What follows belongs to an exercise in optimizing a design on an open flow for small area, a short achievable clock period and few clock cycles per item; a production flow would make more cautious choices.
Where RTL was checked, it was by simulation tests only, not by an equivalence proof against the original.

## mandel_engine
module mandel_engine #(
    parameter int BITS      = 16,
    parameter int ITER_BITS = 7
) (
    input  logic                   clk,
    input  logic                   rst_n,
    input  logic                   in_valid,
    output logic                   in_ready,
    input  logic signed [BITS-1:0] in_x,
    input  logic signed [BITS-1:0] in_y,
    input  logic                   julia_mode,
    input  logic signed [BITS-1:0] julia_cx,
    input  logic signed [BITS-1:0] julia_cy,
    input  logic [ITER_BITS-1:0]   max_iter,
    input  logic                   abort,
    output logic                   out_valid,
    input  logic                   out_ready,
    output logic [ITER_BITS-1:0]   out_iter,
    output logic                   out_escaped,
    output logic                   busy
);
Settings: LEC_CHECK=0, CAP_MARGIN=20, CORE_MARGIN=2, CORE_UTILIZATION=65, CTS_BUF_LIST=sky130_fd_sc_hd__clkbuf_8, PLACE_DENSITY=0.75, SLEW_MARGIN=20, SYNTH_HIERARCHICAL=1, SYNTH_MINIMUM_KEEP_SIZE=0; clock period 14.0 ns.
standard.sh (not shown) runs the stock make flow with config.mk's settings and CLKGATE_MAP_FILE= SYNTH_SCRIPT=/design/flow/synth_recipe.tcl, a recipe that flattens the netlist after the stock synthesis.
==> flow/flow/run.sh <==
#!/bin/bash
# The standard layout (standard.sh), with the port buffers made from
# sky130_fd_sc_hd__buf_1 cells instead of the default choice of a delay buffer.
set -euo pipefail
export BUFFER_PORTS_ARGS="-buffer_cell sky130_fd_sc_hd__buf_1"
bash standard.sh > standard.log 2>&1
The baseline completed with no timing, DRC or antenna violations.
Then changed:
Settings changed: CORE_UTILIZATION 65 to 40, CTS_BUF_LIST sky130_fd_sc_hd__clkbuf_8 to not set, PLACE_DENSITY 0.75 to not set.
After rerunning: The changed run completed with no timing, DRC or antenna violations. Design area rises by 2.4%.
Function was not checked in any run of this note: the RTL went through the layout flow alone.

* * *

## run 1
Another version of the RTL of mandel_engine (not shown whole).
Size in the first run: ~1700 cells after synthesis, roughly 120 flip-flops.
Settings: LEC_CHECK=0, CAP_MARGIN=20, CORE_MARGIN=2, CORE_UTILIZATION=65, CTS_BUF_LIST=sky130_fd_sc_hd__clkbuf_8, PLACE_DENSITY=0.8, SLEW_MARGIN=20, SYNTH_HIERARCHICAL=1, SYNTH_MINIMUM_KEEP_SIZE=0; clock period 14.0 ns.
==> flow/flow/run.sh <==
#!/bin/bash
# The standard layout (standard.sh), with the port buffers made from
# sky130_fd_sc_hd__buf_1 cells instead of the default choice of a delay
# buffer, clock tree synthesis without dummy loads, and gain-based buffering
# of high-fanout nets after global placement (flow/gain.tcl) and after
# detailed placement (flow/bufs.tcl).
set -euo pipefail
export BUFFER_PORTS_ARGS="-buffer_cell sky130_fd_sc_hd__buf_1"
export CTS_ARGS="-sink_clustering_enable -repair_clock_nets -buf_list sky130_fd_sc_hd__clkbuf_8 -dont_use_dummy_load"
export POST_GLOBAL_PLACE_TCL="$(pwd)/flow/gain.tcl"
export POST_DETAIL_PLACE_TCL="$(pwd)/flow/bufs.tcl"
bash standard.sh > standard.log 2>&1
==> flow/flow/bufs.tcl <==
# After detailed placement: buffers that drive many loads get a stronger
# drive of their own kind (buf_4 -> buf_8).
set n 0
foreach inst [get_cells *] {
  if {[get_property $inst ref_name] ne "sky130_fd_sc_hd__buf_4"} { continue }
  set o [get_pins -of_objects $inst -filter "direction == output"]
  set loads [llength [get_pins -of_objects [get_nets -of_objects $o] -filter "direction == input"]]
  if {$loads >= 16} {
    replace_cell $inst sky130_fd_sc_hd__buf_8
    incr n
  }
}
puts "bufs.tcl: upsized $n buffers"
==> flow/flow/gain.tcl <==
# After global placement: registers that drive many loads get the
# strongest drive of their own cell type (dfxtp_1 -> dfxtp_4).
set n 0
foreach inst [get_cells *] {
  if {[get_property $inst ref_name] ne "sky130_fd_sc_hd__dfxtp_1"} { continue }
  set q [get_pins -of_objects $inst -filter "direction == output"]
  set loads [llength [get_pins -of_objects [get_nets -of_objects $q] -filter "direction == input"]]
  if {$loads >= 8} {
    replace_cell $inst sky130_fd_sc_hd__dfxtp_4
    incr n
  }
}
puts "gain.tcl: upsized $n registers"
Testbench counts of run 1, summed over its fixed seeds: cycles 83,179, points 2,048.
For run 2, these inputs were changed with respect to run 1:
# run 1
export LEC_CHECK = 0
export CAP_MARGIN = 20
export CORE_MARGIN = 2
export CORE_UTILIZATION = 65
export CTS_BUF_LIST = sky130_fd_sc_hd__clkbuf_8
export PLACE_DENSITY = 0.8
export SLEW_MARGIN = 20
export SYNTH_HIERARCHICAL = 1
export SYNTH_MINIMUM_KEEP_SIZE = 0
create_clock -name core_clock -period 14.0 [get_ports {clk}]
# run 2
export LEC_CHECK = 0
export CAP_MARGIN = 20
export CORE_MARGIN = 2
export CORE_UTILIZATION = 60
export CTS_BUF_LIST = sky130_fd_sc_hd__clkbuf_8
export PLACE_DENSITY = 0.7
export SLEW_MARGIN = 20
export SYNTH_HIERARCHICAL = 1
export SYNTH_MINIMUM_KEEP_SIZE = 0
create_clock -name core_clock -period 14.0 [get_ports {clk}]
Notes after the runs:
Summary — routed length on met1, run 2 relative to run 1: higher, by 490 um.
Clock latency on the worst-skew pair in run 2 vs run 1: down 0.02 ns
Number of flip-flops and latches: run 1 vs run 2 identical
Between run 1 and run 2, the utilization is lower for run 2.
Run 2 ended with less met1 track demand over resource than run 1.
Changes observed in run 2 relative to run 1: routed via count now sits lower; width of the die now sits higher.
As far as storage element area goes, run 2 and run 1 are indistinguishable; the numbers are identical.
Comparing run 1 with run 2, the total placed instance area came out essentially unchanged.
## Diff of input files: run 3 against run 2
# run 2
export LEC_CHECK = 0
export CAP_MARGIN = 20
export CORE_MARGIN = 2
export CORE_UTILIZATION = 60
export CTS_BUF_LIST = sky130_fd_sc_hd__clkbuf_8
export PLACE_DENSITY = 0.7
export SLEW_MARGIN = 20
export SYNTH_HIERARCHICAL = 1
export SYNTH_MINIMUM_KEEP_SIZE = 0
create_clock -name core_clock -period 14.0 [get_ports {clk}]
# run 3
export LEC_CHECK = 0
export CAP_MARGIN = 20
export CORE_MARGIN = 2
export CORE_UTILIZATION = 65
export CTS_BUF_LIST = sky130_fd_sc_hd__clkbuf_8
export PLACE_DENSITY = 0.75
export SLEW_MARGIN = 20
export SYNTH_HIERARCHICAL = 1
export SYNTH_MINIMUM_KEEP_SIZE = 0
create_clock -name core_clock -period 14.0 [get_ports {clk}]
==> results.txt <==
[diff] full die area, run 3 relative to run 2: improvement
Changes observed in run 3 relative to run 2: multi-input gate share of total cell area moved up, minimum setup slack in the final design moved down, final critical path time including I/O delays and setup moved up.
From run 2 to run 3 the numbers moved as follows: register share of the cell area level; routed wire length now sits lower; placement row count now sits lower; core outline area fell by about 8%.
Setup changes, run 3 to run 4
# run 3
export LEC_CHECK = 0
export CAP_MARGIN = 20
export CORE_MARGIN = 2
export CORE_UTILIZATION = 65
export CTS_BUF_LIST = sky130_fd_sc_hd__clkbuf_8
export PLACE_DENSITY = 0.75
export SLEW_MARGIN = 20
export SYNTH_HIERARCHICAL = 1
export SYNTH_MINIMUM_KEEP_SIZE = 0
create_clock -name core_clock -period 14.0 [get_ports {clk}]
# run 4
export LEC_CHECK = 0
export CAP_MARGIN = 20
export CELL_PAD_IN_SITES_DETAIL_PLACEMENT = 0
export CELL_PAD_IN_SITES_GLOBAL_PLACEMENT = 0
export CORE_MARGIN = 2
export CORE_UTILIZATION = 65
export CTS_BUF_LIST = sky130_fd_sc_hd__clkbuf_8
export PLACE_DENSITY = 0.8
export SLEW_MARGIN = 20
export SYNTH_HIERARCHICAL = 1
export SYNTH_MINIMUM_KEEP_SIZE = 0
create_clock -name core_clock -period 14.0 [get_ports {clk}]
==> flow/flow/run.sh <==
#!/bin/bash
# The standard layout (standard.sh), with: the port buffers made from
# sky130_fd_sc_hd__buf_1 cells instead of the default choice of a delay
# buffer; clock tree synthesis without dummy loads; after global placement,
# registers with many loads upsized (flow/gain.tcl); after detailed
# placement, buffers with many loads upsized (flow/bufs.tcl).
set -euo pipefail
export BUFFER_PORTS_ARGS="-buffer_cell sky130_fd_sc_hd__buf_1"
export CTS_ARGS="-sink_clustering_enable -repair_clock_nets -buf_list sky130_fd_sc_hd__clkbuf_8 -dont_use_dummy_load"
export POST_GLOBAL_PLACE_TCL="$(pwd)/flow/gain.tcl"
export POST_DETAIL_PLACE_TCL="$(pwd)/flow/bufs.tcl"
bash standard.sh > standard.log 2>&1
--- outcome ---
Run 4 completed end to end with timing, DRC and antenna clean.
Run 4 vs run 3 — wire length of the first global-routing pass climbed slightly
Run 4 vs run 3 — global-route total usage across every layer rose 0.54 points.
Run 3 → run 4: transition time of the tightest slew-check pin climbed 0.14 ns, non-clock buffering overhead in the final layout shows no meaningful change, final design area excluding fillers ~0 delta.

* * *

mandel_engine, a different RTL version from the one above (not shown whole).
Size: about 1,700 cells after synthesis, ~120 flip-flops, about 88 I/O pins.
Settings: LEC_CHECK=0, CAP_MARGIN=20, CORE_MARGIN=2, CORE_UTILIZATION=40, SLEW_MARGIN=20, SYNTH_HIERARCHICAL=1, SYNTH_MINIMUM_KEEP_SIZE=0; clock period 14.0 ns.
==> flow/flow/run.sh <==
#!/bin/bash
# The standard layout (standard.sh), with the port buffers made from
# sky130_fd_sc_hd__buf_2 cells instead of the default choice of a delay buffer.
set -euo pipefail
export BUFFER_PORTS_ARGS="-buffer_cell sky130_fd_sc_hd__buf_2"
bash standard.sh > standard.log 2>&1
The starting point completed without violations.
Testbench counts at the start, summed over its fixed seeds: cycles 85,107, points 2,048.
Rerun with:
==> flow/run.sh (new file) <==
#!/bin/bash
# synth_recipe.tcl (not shown) runs the flow's synth.tcl, then flattens the netlist and writes it again
# the make line also repeats each setting of config.mk as NAME=value (left out here)
make -C /OpenROAD-flow-scripts/flow DESIGN_CONFIG=/design/flow/config.mk WORK_HOME=/design/flow/orfs CLKGATE_MAP_FILE= SYNTH_SCRIPT=/design/flow/synth_recipe.tcl finish
removed: flow/flow/run.sh
removed: flow/standard.sh
=> The changed run passed the timing, design-rule and antenna checks. Routed wire length went down by 0.86%. Maximum frequency drops by 6.4%. Sequential share of layout area shrinks by 0.26 points.

[re-timing with driven ports]
In the flow no input, the clock included, has a driving cell. The finished layouts below were timed again as built, in two steps.
Step 1, drivers: a clkbuf_16 drives clk and a buf_2 each remaining input, both assumed.
Step 2 also shifts input and output timing later by t, the mid clock arrival at the registers, as if the neighbouring blocks saw the same clock.
Slacks: no drivers / after step 1 / after step 2; pairs: no drivers / after step 1.
| run | shift t [ns] | slack for setup (ns) | clock arrival spread, ns | worst data-port slew with drivers (ns) |
|---|---|---|---|---|
| the first run of note 1 | 0.514 | 7.202 / 7.202 / 7.202 | 0.021 / 0.021 | 0.04 |
| the second run of note 1 | 0.483 | 7.135 / 7.135 / 7.135 | 0.020 / 0.020 | 0.04 |
| run 1 | 0.509 | 7.894 / 7.894 / 7.894 | 0.037 / 0.038 | 0.03 |
| run 2 | 0.497 | 7.836 / 7.836 / 7.836 | 0.020 / 0.021 | 0.04 |
| run 3 | 0.503 | 7.816 / 7.816 / 7.816 | 0.030 / 0.030 | 0.04 |
| run 4 | 0.509 | 7.894 / 7.894 / 7.894 | 0.037 / 0.038 | 0.03 |
| the first run of note 3 | 0.493 | 7.717 / 7.717 / 7.717 | 0.011 / 0.011 | 0.05 |
| the second run of note 3 | 0.492 | 7.285 / 7.259 / 7.259 | 0.010 / 0.011 | 0.05 |
After both steps every run listed still meets setup and hold. For the second run of note 3, which loses most, drivers alone change the setup slack by -0.026 ns; drivers and shift together by -0.026 ns.
